This design comes from an exercise in tuning for small area and few clock cycles on the open sky130 flow, not from production work.
Where RTL was checked, it was by simulation tests only, not by an equivalence proof against the original.
The clock port is modelled as an ideal driver; clocking choices that lean on that would not hold on a real chip.
Power figures rest on the tool's default switching activity, not on a simulated workload.

// hid_key_report_to_ascii_typematic
module hid_key_report_to_ascii_typematic #(
  parameter int unsigned KEY_SLOTS = 6
) (
  input  logic                      clk_i,
  input  logic                      rst_ni,
  input  logic                      cfg_we_i,
  input  logic [hkt_pkg::CFG_IDX_W-1:0] cfg_idx_i,
  input  logic [7:0]                cfg_data_i,
  input  logic                      in_valid_i,
  output logic                      in_ready_o,
  input  logic                      op_i,
  input  logic [7:0]                modifier_bits_i,
  input  logic [7:0]                key_slot_0_i,
  input  logic [7:0]                key_slot_1_i,
  input  logic [7:0]                key_slot_2_i,
  input  logic [7:0]                key_slot_3_i,
  input  logic [7:0]                key_slot_4_i,
  input  logic [7:0]                key_slot_5_i,
  output logic                      out_valid_o,
  input  logic                      out_ready_i,
  output logic [7:0]                out_char_o,
  output logic                      char_valid_o,
  output logic                      last_o,
  output logic                      caps_lock_led_o,
  output logic                      num_lock_led_o,
  output logic                      led_report_changed_o
);
export LEC_CHECK = 0
export CAP_MARGIN = 20
export CORE_MARGIN = 2
export CORE_UTILIZATION = 40
export CTS_BUF_LIST = sky130_fd_sc_hd__clkbuf_8
export SLEW_MARGIN = 20
export SYNTH_HIERARCHICAL = 1
create_clock -name core_clock -period 10.0 [get_ports {clk_i}]
standard.sh (not shown) runs the stock make flow with config.mk's settings and CLKGATE_MAP_FILE= SYNTH_SCRIPT=/design/flow/synth_recipe.tcl, a recipe that flattens the netlist after the stock synthesis.
==> flow/flow/run.sh <==
#!/bin/bash
# The standard layout (the standard.sh, standard synthesis included), with these changes:
# the port buffers that global placement inserts are the smallest buffer cell instead of
# the default choice (every input and output port still gets its own buffer); clock tree
# synthesis uses clkbuf_8 buffers and adds no dummy loads; and after clock tree synthesis,
# cells on paths with slack are sized down (flow/post_cts.tcl).
set -euo pipefail
export BUFFER_PORTS_ARGS="-buffer_cell sky130_fd_sc_hd__buf_1"
export CTS_ARGS="-sink_clustering_enable -repair_clock_nets -dont_use_dummy_load -buf_list sky130_fd_sc_hd__clkbuf_8 -sink_buffer_max_cap_derate 0.6"
export POST_CTS_TCL="$PWD/flow/post_cts.tcl"
bash standard.sh > standard.log 2>&1
==> flow/flow/post_cts.tcl <==
# Size down cells on paths with slack, then legalize the placement again.
estimate_parasitics -placement
repair_timing -recover_power 100 -verbose
detailed_placement
check_placement -verbose
report_design_area
The baseline passed the timing, design-rule and antenna checks.
Testbench counts at the start, summed over its fixed seeds: cycles 24,608.
Next try:
--- a/flow/flow/run.sh
+++ b/flow/flow/run.sh
@@ -6,5 +6,6 @@
 # cells on paths with slack are sized down (flow/post_cts.tcl).
+# standard.sh's output goes to standard.log; each ORFS step keeps its own log under orfs/logs.
 set -euo pipefail
 export BUFFER_PORTS_ARGS="-buffer_cell sky130_fd_sc_hd__buf_1"
-export CTS_ARGS="-sink_clustering_enable -repair_clock_nets -dont_use_dummy_load -buf_list sky130_fd_sc_hd__clkbuf_8 -sink_buffer_max_cap_derate 0.6"
+export CTS_ARGS="-sink_clustering_enable -repair_clock_nets -dont_use_dummy_load -buf_list sky130_fd_sc_hd__clkbuf_8"
 export POST_CTS_TCL="$PWD/flow/post_cts.tcl"
--- a/flow/config.mk
+++ b/flow/config.mk
@@ -9,4 +9,4 @@
 export CORE_MARGIN = 2
-export CORE_UTILIZATION = 40
-export CTS_BUF_LIST = sky130_fd_sc_hd__clkbuf_8
+export CORE_UTILIZATION = 55
+export PLACE_DENSITY = 0.7
 export SLEW_MARGIN = 20
Effect:
- sequential power grows slightly
- wire length shrinks by a few percent
- register-to-register slack loses 0.18 ns
- worst setup slack loses 0.023 ns
- total power shrinks slightly
- synthesized cell count does not change
- critical path depth stays the same
- global-route usage grows by 7.1 points
Next try:
--- a/flow/config.mk
+++ b/flow/config.mk
@@ -9,4 +9,3 @@
 export CORE_MARGIN = 2
-export CORE_UTILIZATION = 55
-export PLACE_DENSITY = 0.7
+export CORE_UTILIZATION = 40
 export SLEW_MARGIN = 20
Outcome: Global-route usage decreases by 7.1 points. Register-to-register slack improves by 0.18 ns. Clock-buffer cell count does not change. Cell area is higher by 1.0%. Non-clock buffer count is unchanged. Sequential power falls by about 0.6%. Die area increases by 36%. Setup slack improves by 0.023 ns. Clock power climbs by about 4%. Synthesized cell count stays the same. Power rises by 0.43%.
Next try:
--- a/flow/flow/run.sh
+++ b/flow/flow/run.sh
@@ -6,6 +6,5 @@
 # cells on paths with slack are sized down (flow/post_cts.tcl).
-# standard.sh's output goes to standard.log; each ORFS step keeps its own log under orfs/logs.
 set -euo pipefail
 export BUFFER_PORTS_ARGS="-buffer_cell sky130_fd_sc_hd__buf_1"
-export CTS_ARGS="-sink_clustering_enable -repair_clock_nets -dont_use_dummy_load -buf_list sky130_fd_sc_hd__clkbuf_8"
+export CTS_ARGS="-sink_clustering_enable -repair_clock_nets -dont_use_dummy_load -buf_list sky130_fd_sc_hd__clkbuf_8 -sink_clustering_max_diameter 40"
 export POST_CTS_TCL="$PWD/flow/post_cts.tcl"
--- a/flow/config.mk
+++ b/flow/config.mk
@@ -10,2 +10,3 @@
 export CORE_UTILIZATION = 40
+export CTS_BUF_LIST = sky130_fd_sc_hd__clkbuf_8
 export SLEW_MARGIN = 20
=>
- The changed run went through all stages and came out clean
- clock-buffer cell count stays the same
- worst setup slack is unchanged
- design area does not change
- first-iteration DRC count does not change
- die area is unchanged
- maximum frequency stays the same
- wire length does not change
- power does not change

* * *

hid_key_report_to_ascii_typematic, a different RTL version from the one above (not shown whole).
Size in the first run: ~1400 cells after synthesis, roughly 87 I/O pins.
## hid_key_report_to_ascii_typematic
module hid_key_report_to_ascii_typematic #(
  parameter int unsigned KEY_SLOTS = 6
) (
  input  logic                      clk_i,
  input  logic                      rst_ni,
  input  logic                      cfg_we_i,
  input  logic [hkt_pkg::CFG_IDX_W-1:0] cfg_idx_i,
  input  logic [7:0]                cfg_data_i,
  input  logic                      in_valid_i,
  output logic                      in_ready_o,
  input  logic                      op_i,
  input  logic [7:0]                modifier_bits_i,
  input  logic [7:0]                key_slot_0_i,
  input  logic [7:0]                key_slot_1_i,
  input  logic [7:0]                key_slot_2_i,
  input  logic [7:0]                key_slot_3_i,
  input  logic [7:0]                key_slot_4_i,
  input  logic [7:0]                key_slot_5_i,
  output logic                      out_valid_o,
  input  logic                      out_ready_i,
  output logic [7:0]                out_char_o,
  output logic                      char_valid_o,
  output logic                      last_o,
  output logic                      caps_lock_led_o,
  output logic                      num_lock_led_o,
  output logic                      led_report_changed_o
);
Settings: LEC_CHECK=0, CAP_MARGIN=20, CORE_MARGIN=2, CORE_UTILIZATION=40, SLEW_MARGIN=20; clock period 10.0 ns.
run.sh (not shown) runs the stock make flow with config.mk's settings and CLKGATE_MAP_FILE= SYNTH_SCRIPT=/design/flow/synth_recipe.tcl, a recipe that flattens the netlist after the stock synthesis.
Stock flow here: none of the scripts above is used.
The starting point completed without violations.
Next try:
CORE_UTILIZATION = 65   (was 40)
CTS_BUF_LIST = sky130_fd_sc_hd__clkbuf_8   (was unset)
PLACE_DENSITY = 0.75   (was unset)
The new run went through all stages and came out clean.
Cell area goes down by 3.2%.
Global-route usage goes up by 13 points.
Worst setup slack loses 0.14 ns.
Flip-flop and latch count stays the same.
Hold slack gains 0.010 ns.
No functional check of the RTL was part of any run of this note.

-- afterwards: timing with drivers on the ports --
The results above use ideal ports. As a check the final layouts listed here were re-extracted and re-timed, cells and wires unchanged. Step 1 sets driving cells, clkbuf_16 on the clock port and buf_2 on the other inputs (assumed; they add their load-dependent delay and slew). Step 2 adds t to the input delays and takes it off the output delays; t is the mean of the earliest and latest rising clock arrival at the registers after step 1. Input paths then give back, and output paths get back, about the clock's delay inside the block. Three values: ideal, step 1, step 2; two values: the first two.
run | t, ns | setup slack, ns | clock arrival spread, ns | worst data-port slew with drivers (ns)
the first run of note 1 | 0.432 | 0.819 / 0.777 / 1.066 | 0.033 / 0.034 | 0.04
the second run of note 1 | 0.431 | 0.796 / 0.755 / 0.769 | 0.037 / 0.037 | 0.05
the third run of note 1 | 0.432 | 0.819 / 0.777 / 1.066 | 0.033 / 0.034 | 0.04
the fourth run of note 1 | 0.432 | 0.819 / 0.777 / 1.066 | 0.033 / 0.034 | 0.04
the first run of note 2 | 0.477 | 1.030 / 0.977 / 0.963 | 0.013 / 0.013 | 0.07
the second run of note 2 | 0.501 | 0.887 / 0.844 / 0.518 | 0.012 / 0.012 | 0.05
After both steps setup and hold are still met in every run listed. For the second run of note 2, which loses most, drivers alone change the setup slack by -0.043 ns; drivers and shift together by -0.369 ns.
